Context: an optimization exercise on an open-source flow, tuned for small area and a short achievable clock period. The choices shown serve that exercise and are no tape-out recipe. RTL that was checked went through simulation tests only; none was proved equivalent to the original. Power figures rest on the tool's default switching activity, not on a simulated workload.

run R:
Design store_buffer, start of the top module:
module store_buffer #(
    parameter int sq_depth = 8
) (
    input  logic                            clk,
    input  logic                            rst,
    input  logic                            rob_flush,
    input  logic                            lsq_valid,
    input  logic                            lsq_ready,
    input  logic                            lsq_is_load,
    input  logic [lsu_pkg::xlen-1:0]        lsq_addr,
    input  logic [lsu_pkg::mask_bits-1:0]   lsq_mask,
    input  logic [lsu_pkg::xlen-1:0]        lsq_wdata,
    input  lsu_pkg::load_funct3_e           lsq_funct3,
    input  logic [lsu_pkg::rob_id_bits-1:0] lsq_rob_id,
    input  logic [lsu_pkg::pr_bits-1:0]     lsq_pr_dest,
    input  logic [lsu_pkg::rob_id_bits-1:0] rob_head_id,
    output logic                            lsq_dequeue,
    output logic [lsu_pkg::xlen-1:0]        dcache_addr,
    output logic [lsu_pkg::mask_bits-1:0]   dcache_rmask,
    output logic [lsu_pkg::mask_bits-1:0]   dcache_wmask,
    output logic [lsu_pkg::xlen-1:0]        dcache_wdata,
    input  logic [lsu_pkg::xlen-1:0]        dcache_rdata,
    input  logic                            dcache_resp,
    output logic                            cdb_valid,
    output logic [lsu_pkg::rob_id_bits-1:0] cdb_rob_id,
    output logic [lsu_pkg::pr_bits-1:0]     cdb_pr_dest,
    output logic [lsu_pkg::xlen-1:0]        cdb_result,
    output logic                            store_done
);
    localparam int aw       = lsu_pkg::xlen - 2;
    logic [sq_depth-1:0][aw-1:0] q_addr;
    logic [sq_depth-1:0][3:0]    q_mask;
    logic [sq_depth-1:0][31:0]   q_data;
    logic [sq_depth-1:0][3:0]    q_live;
    logic [sq_depth-1:0]         q_valid;    
    logic [sq_depth-1:0]         head_oh;    
    logic busy;         
    logic busy_load;    
    logic stale;        
  ...
Settings: LEC_CHECK=0, CAP_MARGIN=20, CORE_MARGIN=2, CORE_UTILIZATION=35, CTS_BUF_LIST=sky130_fd_sc_hd__clkbuf_16, CTS_CLUSTER_DIAMETER=80, CTS_CLUSTER_SIZE=25, PLACE_DENSITY=0.5, SETUP_SLACK_MARGIN=3.4, SLEW_MARGIN=20, SYNTH_HIERARCHICAL=1, TNS_END_PERCENT=2; clock period 10.0 ns.
standard.sh (not shown) runs the stock make flow with config.mk's settings and CLKGATE_MAP_FILE= SYNTH_SCRIPT=/design/flow/synth_recipe.tcl, a recipe that flattens the netlist after the stock synthesis.
==> flow/flow/run.sh <==
#!/bin/bash
# Layout: the standard flow with two changes to how cells are picked.
#  - The port buffers use the smallest buffer cell instead of the one
#    buffer_ports picks by itself; timing repair resizes the critical ones.
#  - Slow wide OR/NOR cells (three or four series PMOS) are added to the
#    platform's don't-use list, so mapping and repair build the wide ORs of
#    the forwarding logic from NAND/AOI stages instead.
set -euo pipefail
export BUFFER_PORTS_ARGS="-buffer_cell sky130_fd_sc_hd__buf_1"
plat=$(make -s -C "$FLOW_HOME" DESIGN_CONFIG="$PWD/config.mk" WORK_HOME="$PWD/orfs" \
       print-DONT_USE_CELLS 2> print_dont_use.log | sed -n 's/^DONT_USE_CELLS: //p')
slow=""
for c in or3_1 or3_2 or3_4 or3b_1 or3b_2 or3b_4 or4_1 or4_2 or4_4 or4b_1 or4b_2 or4b_4 \
         or4bb_1 or4bb_2 or4bb_4 nor4_1 nor4_2 nor4_4 nor4b_1 nor4b_2 nor4b_4 nor4bb_1 \
         nor4bb_2 nor4bb_4 a2111o_1 a2111o_2 a2111o_4 a2111oi_0 a2111oi_1 a2111oi_2 \
         a2111oi_4 o2111a_1 o2111a_2 o2111a_4 o2111ai_1 o2111ai_2 o2111ai_4; do
  slow="$slow sky130_fd_sc_hd__$c"
done
echo "DONT_USE_CELLS=$plat$slow" > dont_use.txt
bash standard.sh "DONT_USE_CELLS=$plat$slow" synth > synth.log 2>&1
bash standard.sh "DONT_USE_CELLS=$plat$slow" finish > layout.log 2>&1
Run R finished every step from synthesis to the final layout, and the layout passed the timing, DRC and antenna checks.
What run D does differently from run R at the input level:
- CTS_CLUSTER_DIAMETER: 80 -> 120
Notes after the runs:
Run D finished every stage and its layout cleared the timing, DRC and antenna checks.
On met2 capacity usage during global routing, run D tracks run R almost exactly.
As far as maximum clock insertion buffer count goes, run R and run D are indistinguishable; the numbers are identical.
A top layer reached by signal wires of met4 is what run D shows, while met5 belongs to run R.
Going from run R to run D, design area shows a reduction of 500 sq um; first-pass GRT wire length has decreased.
No functional check of the RTL was part of any run of this note.


Another version of the RTL of store_buffer (not shown whole).
Size: ~1900 cells after synthesis.
clock: 10.0 ns
lec_check: 0
cap_margin: 20
core_margin: 2
core_utilization: 35
cts_buf_list: sky130_fd_sc_hd__clkbuf_16
cts_cluster_diameter: 80
cts_cluster_size: 25
place_density: 0.5
setup_slack_margin: 5
slew_margin: 20
synth_hierarchical: 1
tns_end_percent: 10
run.sh (not shown) runs the stock make flow with config.mk's settings and CLKGATE_MAP_FILE= SYNTH_SCRIPT=/design/flow/synth_recipe.tcl, a recipe that flattens the netlist after the stock synthesis.
Stock flow here: none of the scripts above is used.
The first run completed with no timing, DRC or antenna violations.
==> next run, changes <==
- CTS_CLUSTER_DIAMETER: 80 -> 100
- CTS_CLUSTER_SIZE: 25 -> 30
- TNS_END_PERCENT: 10 -> default
Outcome: The changed run ran to the end with no violations; setup slack degrades by 0.035 ns; sequential power stays flat; power falls by 4.4%; first-iteration DRC count decreases by 3.5%; die area is unchanged; final cell count is higher by 0.31%; design area went up by 1.8%; routed wire length rose by 4.1%; synthesized cell count does not change.
==> next run, changes <==
==> flow/flow/run.sh (new file) <==
#!/bin/bash
# Layout: the standard flow, with the port buffers made from the smallest
# buffer cell instead of the one buffer_ports picks by itself. Timing repair
# resizes the ones on critical paths later, as usual.
set -euo pipefail
export BUFFER_PORTS_ARGS="-buffer_cell sky130_fd_sc_hd__buf_1"
bash standard.sh synth > synth.log 2>&1
bash standard.sh > layout.log 2>&1
==> flow/standard.sh (new file) <==
#!/bin/bash
# synth_recipe.tcl (not shown) runs the flow's synth.tcl, then flattens the netlist and writes it again
# the make line also repeats each setting of config.mk as NAME=value (left out here)
make -C /OpenROAD-flow-scripts/flow DESIGN_CONFIG=/design/flow/config.mk WORK_HOME=/design/flow/orfs CLKGATE_MAP_FILE= SYNTH_SCRIPT=/design/flow/synth_recipe.tcl "${@:-finish}"
- CTS_CLUSTER_DIAMETER: 100 -> 80
- CTS_CLUSTER_SIZE: 30 -> 25
- TNS_END_PERCENT: default -> 2
removed: flow/run.sh
After rerunning:
- non-clock buffer count falls by 69
- critical path depth falls by 3
- wire length falls by a few percent
==> next run, changes <==
==> flow/run.sh (new file) <==
#!/bin/bash
# synth_recipe.tcl (not shown) runs the flow's synth.tcl, then flattens the netlist and writes it again
# the make line also repeats each setting of config.mk as NAME=value (left out here)
make -C /OpenROAD-flow-scripts/flow DESIGN_CONFIG=/design/flow/config.mk WORK_HOME=/design/flow/orfs CLKGATE_MAP_FILE= SYNTH_SCRIPT=/design/flow/synth_recipe.tcl finish
removed: flow/flow/run.sh
removed: flow/standard.sh
Result: The new run ran to the end with no violations. Clock power hardly moves. Hold slack is about the same. Final cell count goes up by 1.5%. Total power went up by 0.97%.

separate check: timing with driven ports:
The flow's constraints put no driver on any port. The routed layouts listed below were extracted and timed again, unchanged, in two steps. Step 1 (the two cells are an assumption about what drives the block):
set clk [get_ports {clk}]
set_driving_cell -lib_cell sky130_fd_sc_hd__clkbuf_16 $clk
set_driving_cell -lib_cell sky130_fd_sc_hd__buf_2 [delete_from_list [all_inputs] $clk]
Step 2 also shifts input and output timing later by t, the mid clock arrival at the registers, as if the neighbouring blocks saw the same clock. Three values: ideal ports, drivers, drivers and shift; two values: the first two.
run	t, ns	setup slack, ns	cell pins on the clock port's net
run R	0.647	3.424 / 3.398 / 3.398	1
run D	0.676	3.408 / 3.377 / 3.377	1
the first run of note 2	0.635	2.876 / 2.825 / 2.825	1
the second run of note 2	0.680	2.841 / 2.789 / 2.789	1
the third run of note 2	0.663	3.037 / 2.961 / 2.961	1
the fourth run of note 2	0.638	2.935 / 2.838 / 2.838	1
After both steps setup and hold are still met in every run listed. The setup slack of the fourth run of note 2, which loses most, moves by -0.097 ns with the drivers and by -0.097 ns with both steps.
